Context: an optimization exercise on an open-source flow, tuned for small area. The choices shown serve that exercise and are no tape-out recipe.
RTL that was checked went through simulation tests only; none was proved equivalent to the original.
Power is estimated from default activity; no workload was simulated.

Setup of north:
## fir_avg_multi
module fir_avg_multi
#(
  parameter int W     = fir_avg_pkg::W_DEF,
  parameter int LOG2N = fir_avg_pkg::LOG2N_DEF,
  parameter int CH    = fir_avg_pkg::CH_DEF
) (
  input  logic            clk,
  input  logic            reset,
  input  logic            isValid,
  input  logic            flush,
  input  logic            bypass,
  input  logic [CH*W-1:0] dataIn,
  output logic [CH*W-1:0] dataOut,
  output logic            outValid,
  output logic            filled
);
export LEC_CHECK = 0
export CAP_MARGIN = 20
export CORE_MARGIN = 2
export CORE_UTILIZATION = 60
export GPL_TIMING_DRIVEN = 0
export SLEW_MARGIN = 20
export SYNTH_HIERARCHICAL = 1
export SYNTH_MINIMUM_KEEP_SIZE = 0
create_clock -name core_clock -period 7.0 [get_ports {clk}]
standard.sh (not shown) runs the stock make flow with config.mk's settings and CLKGATE_MAP_FILE= SYNTH_SCRIPT=/design/flow/synth_recipe.tcl, a recipe that flattens the netlist after the stock synthesis.
==> flow/flow/run.sh <==
#!/bin/bash
# Layout flow: the standard ORFS flow (standard.sh, unchanged synthesis,
# floorplan, power grid and tap cells), with two settings of its own:
#  - port buffers are the smallest buffer (buf_1) instead of the flow's pick;
#  - clock tree: clkbuf_8 buffers in clusters of at most 20 sinks within
#    60 um, and no dummy loads at the leaves.
# make's full output goes to flow_make.log here; ORFS's per-step logs stay
# under orfs/logs/.
set -euo pipefail
bash standard.sh \
  BUFFER_PORTS_ARGS="-buffer_cell sky130_fd_sc_hd__buf_1" \
  CTS_ARGS="-sink_clustering_enable -repair_clock_nets -dont_use_dummy_load -buf_list sky130_fd_sc_hd__clkbuf_8 -sink_clustering_size 20 -sink_clustering_max_diameter 60" \
  finish > flow_make.log 2>&1
north finished every stage and its layout cleared the timing, design-rule and antenna checks.
### north -> south
# north
export LEC_CHECK = 0
export CAP_MARGIN = 20
export CORE_MARGIN = 2
export CORE_UTILIZATION = 60
export GPL_TIMING_DRIVEN = 0
export SLEW_MARGIN = 20
export SYNTH_HIERARCHICAL = 1
export SYNTH_MINIMUM_KEEP_SIZE = 0
create_clock -name core_clock -period 7.0 [get_ports {clk}]
# south
export LEC_CHECK = 0
export CAP_MARGIN = 20
export CORE_MARGIN = 2
export CORE_UTILIZATION = 70
export PLACE_DENSITY = 0.8
export SLEW_MARGIN = 20
export SYNTH_HIERARCHICAL = 1
export SYNTH_MINIMUM_KEEP_SIZE = 0
create_clock -name core_clock -period 7.0 [get_ports {clk}]
--- a/flow/flow/run.sh
+++ b/flow/flow/run.sh
@@ -10,4 +10,4 @@
 bash standard.sh \
   BUFFER_PORTS_ARGS="-buffer_cell sky130_fd_sc_hd__buf_1" \
-  CTS_ARGS="-sink_clustering_enable -repair_clock_nets -dont_use_dummy_load -buf_list sky130_fd_sc_hd__clkbuf_8 -sink_clustering_size 20 -sink_clustering_max_diameter 60" \
+  CTS_ARGS="-sink_clustering_enable -repair_clock_nets -dont_use_dummy_load -buf_list sky130_fd_sc_hd__clkbuf_8 -sink_clustering_size 20 -sink_clustering_max_diameter 45" \
   finish > flow_make.log 2>&1
Findings:
Summary — share of total power consumed by net switching, south relative to north: lower, by 1.4 points. Compared to north, south has design area 1300 um2 lower. Comparing north and south, the lower proportion of final cell area spent on non-clock buffers was measured on south. Compared to north, south has fraction of layout instances using a drive strength above 1 5.3 points lower.
The inputs of east differ from those of south as listed below.
--- a/flow/flow/run.sh
+++ b/flow/flow/run.sh
@@ -10,4 +10,4 @@
 bash standard.sh \
   BUFFER_PORTS_ARGS="-buffer_cell sky130_fd_sc_hd__buf_1" \
-  CTS_ARGS="-sink_clustering_enable -repair_clock_nets -dont_use_dummy_load -buf_list sky130_fd_sc_hd__clkbuf_8 -sink_clustering_size 20 -sink_clustering_max_diameter 45" \
+  CTS_ARGS="-sink_clustering_enable -repair_clock_nets -dont_use_dummy_load -buf_list sky130_fd_sc_hd__clkbuf_8 -sink_clustering_size 20 -sink_clustering_max_diameter 60" \
   finish > flow_make.log 2>&1
--- outcome ---
Going from south to east, the met1 track utilization from global routing was found to have gone up by 0.39 points.
First-pass GRT wire length was higher in the run labelled south.
Combined global-route utilization of all metal layers (lower): east
south -> east: clock distribution power decreased by more than 10%
On count of clock-buffer cells in the layout, the higher figure sits with south, not east.
Changes observed in east relative to south: post-route fraction of the period consumed by the critical path shows a reduction of 0.34 points, wire length now smaller.
Setup changes, east to west
# east
export LEC_CHECK = 0
export CAP_MARGIN = 20
export CORE_MARGIN = 2
export CORE_UTILIZATION = 70
export PLACE_DENSITY = 0.8
export SLEW_MARGIN = 20
export SYNTH_HIERARCHICAL = 1
export SYNTH_MINIMUM_KEEP_SIZE = 0
create_clock -name core_clock -period 7.0 [get_ports {clk}]
# west
export LEC_CHECK = 0
export CAP_MARGIN = 20
export CORE_MARGIN = 2
export CORE_UTILIZATION = 60
export SLEW_MARGIN = 20
export SYNTH_HIERARCHICAL = 1
export SYNTH_MINIMUM_KEEP_SIZE = 0
create_clock -name core_clock -period 7.0 [get_ports {clk}]
Notes after the runs:
Compared west vs east, and clock power is up in west. Per the comparison of west with east, critical path data arrival time increased 0.02 ns, detailed-routed wire length on met3 lower. west reports a higher routed wire length than east does. Between west and east, it is west whose number of buffers outside the clock class in the layout is higher, by 1.
Changes in middle relative to west:
# west
export LEC_CHECK = 0
export CAP_MARGIN = 20
export CORE_MARGIN = 2
export CORE_UTILIZATION = 60
export SLEW_MARGIN = 20
export SYNTH_HIERARCHICAL = 1
export SYNTH_MINIMUM_KEEP_SIZE = 0
create_clock -name core_clock -period 7.0 [get_ports {clk}]
# middle
export LEC_CHECK = 0
export CAP_MARGIN = 20
export CORE_MARGIN = 2
export CORE_UTILIZATION = 70
export PLACE_DENSITY = 0.8
export SLEW_MARGIN = 20
export SYNTH_HIERARCHICAL = 1
export SYNTH_MINIMUM_KEEP_SIZE = 0
create_clock -name core_clock -period 7.0 [get_ports {clk}]
--- a/flow/flow/run.sh
+++ b/flow/flow/run.sh
@@ -10,4 +10,4 @@
 bash standard.sh \
   BUFFER_PORTS_ARGS="-buffer_cell sky130_fd_sc_hd__buf_1" \
-  CTS_ARGS="-sink_clustering_enable -repair_clock_nets -dont_use_dummy_load -buf_list sky130_fd_sc_hd__clkbuf_8 -sink_clustering_size 20 -sink_clustering_max_diameter 60" \
+  CTS_ARGS="-sink_clustering_enable -repair_clock_nets -dont_use_dummy_load -buf_list sky130_fd_sc_hd__clkbuf_8 -sink_clustering_size 18 -sink_clustering_max_diameter 60" \
   finish > flow_make.log 2>&1
==> run summary <==
middle: PASS, flow complete, no timing, DRC or antenna violations
Compared with west, middle shows final design area excluding fillers that has gone down slightly.
Net switching power of the design, middle vs west: down slightly
Die area (middle / west): 0.860
west and middle ended up with nearly the same static leakage.
Higher shortest clock period the worst path allows after layout among west and middle: west
In the tables for west and middle, total routing resource utilization after global routing reads higher with middle.

Another version of the RTL of fir_avg_multi (not shown whole).
For scale: ~29,000 µm² of cells after synthesis.
Settings: LEC_CHECK=0, CAP_MARGIN=20, CORE_MARGIN=2, CORE_UTILIZATION=40, SLEW_MARGIN=20; clock period 7.0 ns.
==> flow/flow/run.sh <==
#!/bin/bash
# Layout flow: the standard ORFS flow (standard.sh: unchanged synthesis,
# floorplan, power grid and tap cells) with its own port buffer and clock
# tree settings. make's full output goes to flow_make.log; ORFS's per-step
# logs stay under orfs/logs/.
set -euo pipefail
bash standard.sh \
  BUFFER_PORTS_ARGS="-buffer_cell sky130_fd_sc_hd__buf_1" \
  CTS_ARGS="-sink_clustering_enable -repair_clock_nets -dont_use_dummy_load -buf_list sky130_fd_sc_hd__clkbuf_4 -sink_clustering_size 10 -sink_clustering_max_diameter 40" \
   finish > flow_make.log 2>&1
The baseline produced a clean layout.
Next try:
==> flow/flow/run.sh (replaced) <==
#!/bin/bash
# Layout flow: the standard ORFS flow (standard.sh, unchanged synthesis,
# floorplan, power grid and tap cells), with two settings of its own:
#  - port buffers are the smallest buffer (buf_1) instead of the flow's pick;
#  - clock tree: clkbuf_8 buffers in clusters of at most 20 sinks within
#    60 um, and no dummy loads at the leaves.
# make's full output goes to flow_make.log here; ORFS's per-step logs stay
# under orfs/logs/.
set -euo pipefail
bash standard.sh \
  BUFFER_PORTS_ARGS="-buffer_cell sky130_fd_sc_hd__buf_1" \
  CTS_ARGS="-sink_clustering_enable -repair_clock_nets -dont_use_dummy_load -buf_list sky130_fd_sc_hd__clkbuf_8 -sink_clustering_size 20 -sink_clustering_max_diameter 60" \
  finish > flow_make.log 2>&1
Outcome:
- non-clock buffer count is unchanged
- die area does not change
- via count came out lower by 2.6%
- cell area stays flat
- worst setup slack degrades by 0.18 ns
Next try:
==> flow/run.sh (new file) <==
#!/bin/bash
# synth_recipe.tcl (not shown) runs the flow's synth.tcl, then flattens the netlist and writes it again
# the make line also repeats each setting of config.mk as NAME=value (left out here)
make -C /OpenROAD-flow-scripts/flow DESIGN_CONFIG=/design/flow/config.mk WORK_HOME=/design/flow/orfs CLKGATE_MAP_FILE= SYNTH_SCRIPT=/design/flow/synth_recipe.tcl finish
Settings changed: CTS_BUF_LIST set to sky130_fd_sc_hd__clkbuf_8, CTS_CLUSTER_DIAMETER set to 60, CTS_CLUSTER_SIZE set to 20.
removed: flow/flow/run.sh
removed: flow/standard.sh
Outcome: The changed run ran to the end with no violations. Combinational power grows by about 5%. Hold slack is better by 0.055 ns. Area after synthesis does not change. Routed wire length rises by 0.78%. Flip-flop and latch count does not change. Die area is unchanged. Power came out higher by 5.9%. Setup slack degrades by 0.12 ns. Global-route usage is about the same.
Next try:
==> flow/flow/run.sh (new file) <==
#!/bin/bash
# Layout flow: the standard ORFS flow (standard.sh: unchanged synthesis,
# floorplan, power grid and tap cells) with its own port buffer and clock
# tree settings. make's full output goes to flow_make.log; ORFS's per-step
# logs stay under orfs/logs/.
set -euo pipefail
bash standard.sh \
  BUFFER_PORTS_ARGS="-buffer_cell sky130_fd_sc_hd__buf_1" \
  CTS_ARGS="-sink_clustering_enable -repair_clock_nets -dont_use_dummy_load -buf_list sky130_fd_sc_hd__clkbuf_16 -sink_clustering_size 36 -sink_clustering_max_diameter 80" \
   finish > flow_make.log 2>&1
==> flow/standard.sh (new file) <==
#!/bin/bash
# synth_recipe.tcl (not shown) runs the flow's synth.tcl, then flattens the netlist and writes it again
# the make line also repeats each setting of config.mk as NAME=value (left out here)
make -C /OpenROAD-flow-scripts/flow DESIGN_CONFIG=/design/flow/config.mk WORK_HOME=/design/flow/orfs CLKGATE_MAP_FILE= SYNTH_SCRIPT=/design/flow/synth_recipe.tcl "${@:-finish}"
Settings changed: CTS_BUF_LIST sky130_fd_sc_hd__clkbuf_8 to unset, CTS_CLUSTER_DIAMETER 60 to unset, CTS_CLUSTER_SIZE 20 to unset.
removed: flow/run.sh
Result: Wire length drops by 2.0%. Fmax climbs by 0.33%. Combinational power drops by about 4%. Sequential cell count does not change. Final area drops by 3.0%.
No run of this note included a check of the RTL's function; only the layout flow was run.

Setup of garnet:
fir_avg_multi, a different RTL version from the one above (not shown whole).
Size in the first run: ~2400 cells after synthesis, roughly 830 flip-flops.
Settings: LEC_CHECK=0, CAP_MARGIN=0, CORE_MARGIN=2, CORE_UTILIZATION=70, PLACE_DENSITY=0.8, SLEW_MARGIN=0, SYNTH_HIERARCHICAL=1, SYNTH_MINIMUM_KEEP_SIZE=0; clock period 7.0 ns.
==> flow/flow/run.sh <==
#!/bin/bash
# Layout flow: the standard ORFS flow (standard.sh, unchanged synthesis,
# floorplan, power grid and tap cells), with two settings of its own:
#  - port buffers are the smallest buffer (buf_1) instead of the flow's pick;
#  - clock tree: clkbuf_8 buffers in clusters of at most 20 sinks within
#    60 um, and no dummy loads at the leaves.
# make's full output goes to flow_make.log here; ORFS's per-step logs stay
# under orfs/logs/.
set -euo pipefail
bash standard.sh \
  BUFFER_PORTS_ARGS="-buffer_cell sky130_fd_sc_hd__buf_1" \
  CTS_ARGS="-sink_clustering_enable -repair_clock_nets -dont_use_dummy_load -buf_list sky130_fd_sc_hd__clkbuf_8 -sink_clustering_size 20 -sink_clustering_max_diameter 60" \
  finish > flow_make.log 2>&1
Edits applied to the flow inputs when going from garnet to onyx:
- CAP_MARGIN changed from 0 to 10
- SLEW_MARGIN changed from 0 to 10
[summary]
- Changes observed in onyx relative to garnet: worst path buffer plus inverter count now sits at about the same level, post-route total power shows no meaningful change.
- Looking at onyx and garnet, the count of distinct cell types in the synthesized netlist is a wash.
- Taking garnet as the reference, in onyx total number of H-tree levels held steady; number of enable flip-flop cells after synthesis ~0 delta; multi-input gate area in the final layout saw little to no change.
- In terms of aggregate global-route resource usage, onyx and garnet differ only marginally.
- Between garnet and onyx, the filler-free cell count of the finished design does not differ in any meaningful way.
Relative to onyx, the following input files were edited for cedar:
- swapping 10 for 20 in SLEW_MARGIN
- swapping 10 for 20 in CAP_MARGIN
==> comparison <==
Portion of netlist area occupied by mux cells across cedar and onyx: no real change. Between cedar and onyx, the sequential cell count figures differ only marginally. From onyx to cedar, final cycle utilization of the critical path did not move at all. Diff cedar..onyx | number of buffers inserted to repair setup after CTS | unchanged. Diff onyx..cedar | post-placement setup slack | unchanged. Power share of the combinational group: onyx vs cedar, no meaningful difference. As far as hold slack is concerned, cedar and onyx perform about the same. Diff onyx..cedar | critical path depth | unchanged.
The following lists how xenon was set up differently from cedar:
diff --git a/flow/flow/run.sh b/flow/flow/run.sh
--- a/flow/flow/run.sh
+++ b/flow/flow/run.sh
@@ -10,4 +10,4 @@
 bash standard.sh \
   BUFFER_PORTS_ARGS="-buffer_cell sky130_fd_sc_hd__buf_1" \
-  CTS_ARGS="-sink_clustering_enable -repair_clock_nets -dont_use_dummy_load -buf_list sky130_fd_sc_hd__clkbuf_8 -sink_clustering_size 20 -sink_clustering_max_diameter 60" \
+  CTS_ARGS="-sink_clustering_enable -repair_clock_nets -dont_use_dummy_load -buf_list sky130_fd_sc_hd__clkbuf_4 -sink_clustering_size 12 -sink_clustering_max_diameter 40" \
   finish > flow_make.log 2>&1
Results
Summary of xenon over cedar: clock power held steady, global-route wire length before repair grew by 0.94%, wire length grew by 0.54%.
[inputs] tundra vs xenon
- GPL_TIMING_DRIVEN: unset -> 0
==> flow/flow/run.sh <==
#!/bin/bash
set -euo pipefail
bash standard.sh \
  BUFFER_PORTS_ARGS="-buffer_cell sky130_fd_sc_hd__buf_1" \
  CTS_ARGS="-sink_clustering_enable -repair_clock_nets -dont_use_dummy_load -buf_list sky130_fd_sc_hd__clkbuf_8 -sink_clustering_size 20 -sink_clustering_max_diameter 60" \
  PRE_GLOBAL_PLACE_TCL="$PWD/flow/rm_buf.tcl" \
  finish > flow_make.log 2>&1
==> flow/flow/rm_buf.tcl (new file) <==
# Before global placement: remove the buffers synthesis inserted (the
# timing-driven placement does this itself; this flow places without it).
remove_buffers
Findings:
Compared with xenon, tundra improves wire length of the first global-routing pass.
The setup slack of tundra is smaller than that of xenon.
Relative to xenon, the arrival time of data at the critical path endpoint of tundra is higher by 0.19 ns.
tundra ends up with a sequential fraction of total cell area that is 0.32 points lower than in xenon.
Number of gates given a new drive strength after cts: tundra vs xenon up 6
Re initial core utilization: no difference whatsoever between tundra and xenon.
Looking at uppermost metal layer occupied by signal nets, the met5 result is from tundra; the met4 one comes from xenon.
Of tundra and xenon, tundra shows the lower maximum level of the CTS H-tree, with xenon above it.

build 30:
Another version of the RTL of fir_avg_multi (not shown whole).
Size: roughly 2300 cells after synthesis, ~830 flip-flops, ~100 I/O pins.
clock: 7.0 ns
lec_check: 0
cap_margin: 20
core_margin: 2
core_utilization: 60
slew_margin: 20
synth_hierarchical: 1
synth_minimum_keep_size: 0
==> flow/flow/run.sh <==
#!/bin/bash
# Layout flow: the standard ORFS flow (standard.sh, unchanged synthesis,
# floorplan, power grid and tap cells), with two settings of its own:
#  - port buffers are the smallest buffer (buf_1) instead of the flow's pick;
#  - clock tree: clkbuf_8 buffers in clusters of at most 20 sinks within
#    60 um, and no dummy loads at the leaves.
# make's full output goes to flow_make.log here; ORFS's per-step logs stay
# under orfs/logs/.
set -euo pipefail
bash standard.sh \
  BUFFER_PORTS_ARGS="-buffer_cell sky130_fd_sc_hd__buf_1" \
  CTS_ARGS="-sink_clustering_enable -repair_clock_nets -dont_use_dummy_load -buf_list sky130_fd_sc_hd__clkbuf_8 -sink_clustering_size 20 -sink_clustering_max_diameter 60" \
  finish > flow_make.log 2>&1
Build 30 ran to completion and came out clean on the timing, design-rule and antenna checks.
Relative to build 30, the following input files were edited for build 39:
- changing CORE_UTILIZATION from 60 to 40
[summary]
For the number of fill cells in the layout, build 39 came in 2821 higher than build 30 did.
Between build 30 and build 39, the clock-cell share of area does not differ in any meaningful way.
On build 39: worst slew margin relative to its limit is 3.6 points higher than what build 30 gave.
Build 39 vs build 30: final cell area excluding filler cells up
Sequential share of layout area was higher in build 30 than in build 39.
Side by side, global-route usage turned out lower in build 39 than in build 30.
Between build 30 and build 39, worst hold slack across all endpoints is higher for build 30, build 39 comes in under that.
From build 30 to build 39 the numbers moved as follows: tapcell count went up; total power went up.
Changes in build 24 relative to build 39:
- a change of CORE_UTILIZATION from 40 to 70
Comparing build 39 and build 24, the higher met3 wire length was measured on build 39.
Re sum of internal, switching and leakage power: build 24 is 0.89% down on build 39.
On post-layout minimum cycle time, build 39 beats build 24.
Of build 39 and build 24, the lower first-pass GRT wire length belongs to build 24.
Combinational power share: build 24 < build 39
On buffer depth of the longest clock path, build 24 tracks build 39 almost exactly.
Build 24: total inserted antenna cells 1 below build 39
Looking only at switching power, and setting everything else aside, the higher value of build 39 and build 24 goes to build 39.

[afterwards: timing with drivers on the ports]
Ports are ideal in the flow. The routed layouts listed here were re-timed in OpenROAD. Step 1 (the two cells are an assumption about what drives the block):
set clk [get_ports {clk}]
set_driving_cell -lib_cell sky130_fd_sc_hd__clkbuf_16 $clk
set_driving_cell -lib_cell sky130_fd_sc_hd__buf_2 [delete_from_list [all_inputs] $clk]
Step 2 adds t to the input delays and takes it off the output delays; t is the mean of the earliest and latest rising clock arrival at the registers after step 1. Input paths then give back, and output paths get back, about the clock's delay inside the block. Slacks: ideal ports / drivers / drivers and shift; pairs: ideal ports / drivers.
run | t (ns) | setup slack, ns | worst hold slack (ns) | latest minus earliest clock arrival (ns)
north | 0.735 | 0.217 / 0.252 / -0.483 | 0.402 / 0.402 / 0.402 | 0.082 / 0.082
south | 0.664 | 0.535 / 0.557 / -0.107 | 0.366 / 0.366 / 0.366 | 0.103 / 0.103
east | 0.697 | 0.559 / 0.588 / -0.109 | 0.405 / 0.405 / 0.405 | 0.090 / 0.090
west | 0.708 | 0.499 / 0.532 / -0.176 | 0.414 / 0.414 / 0.414 | 0.087 / 0.086
middle | 0.697 | 0.506 / 0.531 / -0.166 | 0.388 / 0.388 / 0.388 | 0.097 / 0.098
the first run of note 2 | 0.882 | 0.639 / 0.559 / -0.323 | 0.363 / 0.363 / 0.363 | 0.082 / 0.082
the second run of note 2 | 0.694 | 0.454 / 0.374 / -0.320 | 0.344 / 0.344 / 0.344 | 0.100 / 0.100
the third run of note 2 | 0.724 | 0.330 / 0.330 / -0.395 | 0.399 / 0.399 / 0.399 | 0.044 / 0.043
the fourth run of note 2 | 0.607 | 0.352 / 0.288 / -0.319 | 0.339 / 0.339 / 0.339 | 0.078 / 0.078
garnet | 0.706 | 0.381 / 0.414 / -0.292 | 0.393 / 0.393 / 0.393 | 0.079 / 0.079
onyx | 0.706 | 0.381 / 0.414 / -0.292 | 0.393 / 0.393 / 0.393 | 0.079 / 0.079
cedar | 0.706 | 0.381 / 0.414 / -0.292 | 0.393 / 0.393 / 0.393 | 0.079 / 0.079
xenon | 0.835 | 0.494 / 0.526 / -0.309 | 0.343 / 0.343 / 0.343 | 0.114 / 0.113
tundra | 0.705 | 0.197 / 0.191 / -0.514 | 0.395 / 0.395 / 0.395 | 0.080 / 0.081
build 30 | 0.692 | 0.467 / 0.500 / -0.191 | 0.470 / 0.470 / 0.470 | 0.093 / 0.093
build 39 | 0.677 | 0.586 / 0.598 / -0.080 | 0.421 / 0.421 / 0.421 | 0.175 / 0.175
build 24 | 0.697 | 0.525 / 0.553 / -0.144 | 0.460 / 0.460 / 0.460 | 0.061 / 0.062
Met with ideal ports but missed after step 2: setup timing in every run listed. The setup slack of the first run of note 2, which loses most, moves by -0.080 ns with the drivers and by -0.962 ns with both steps.
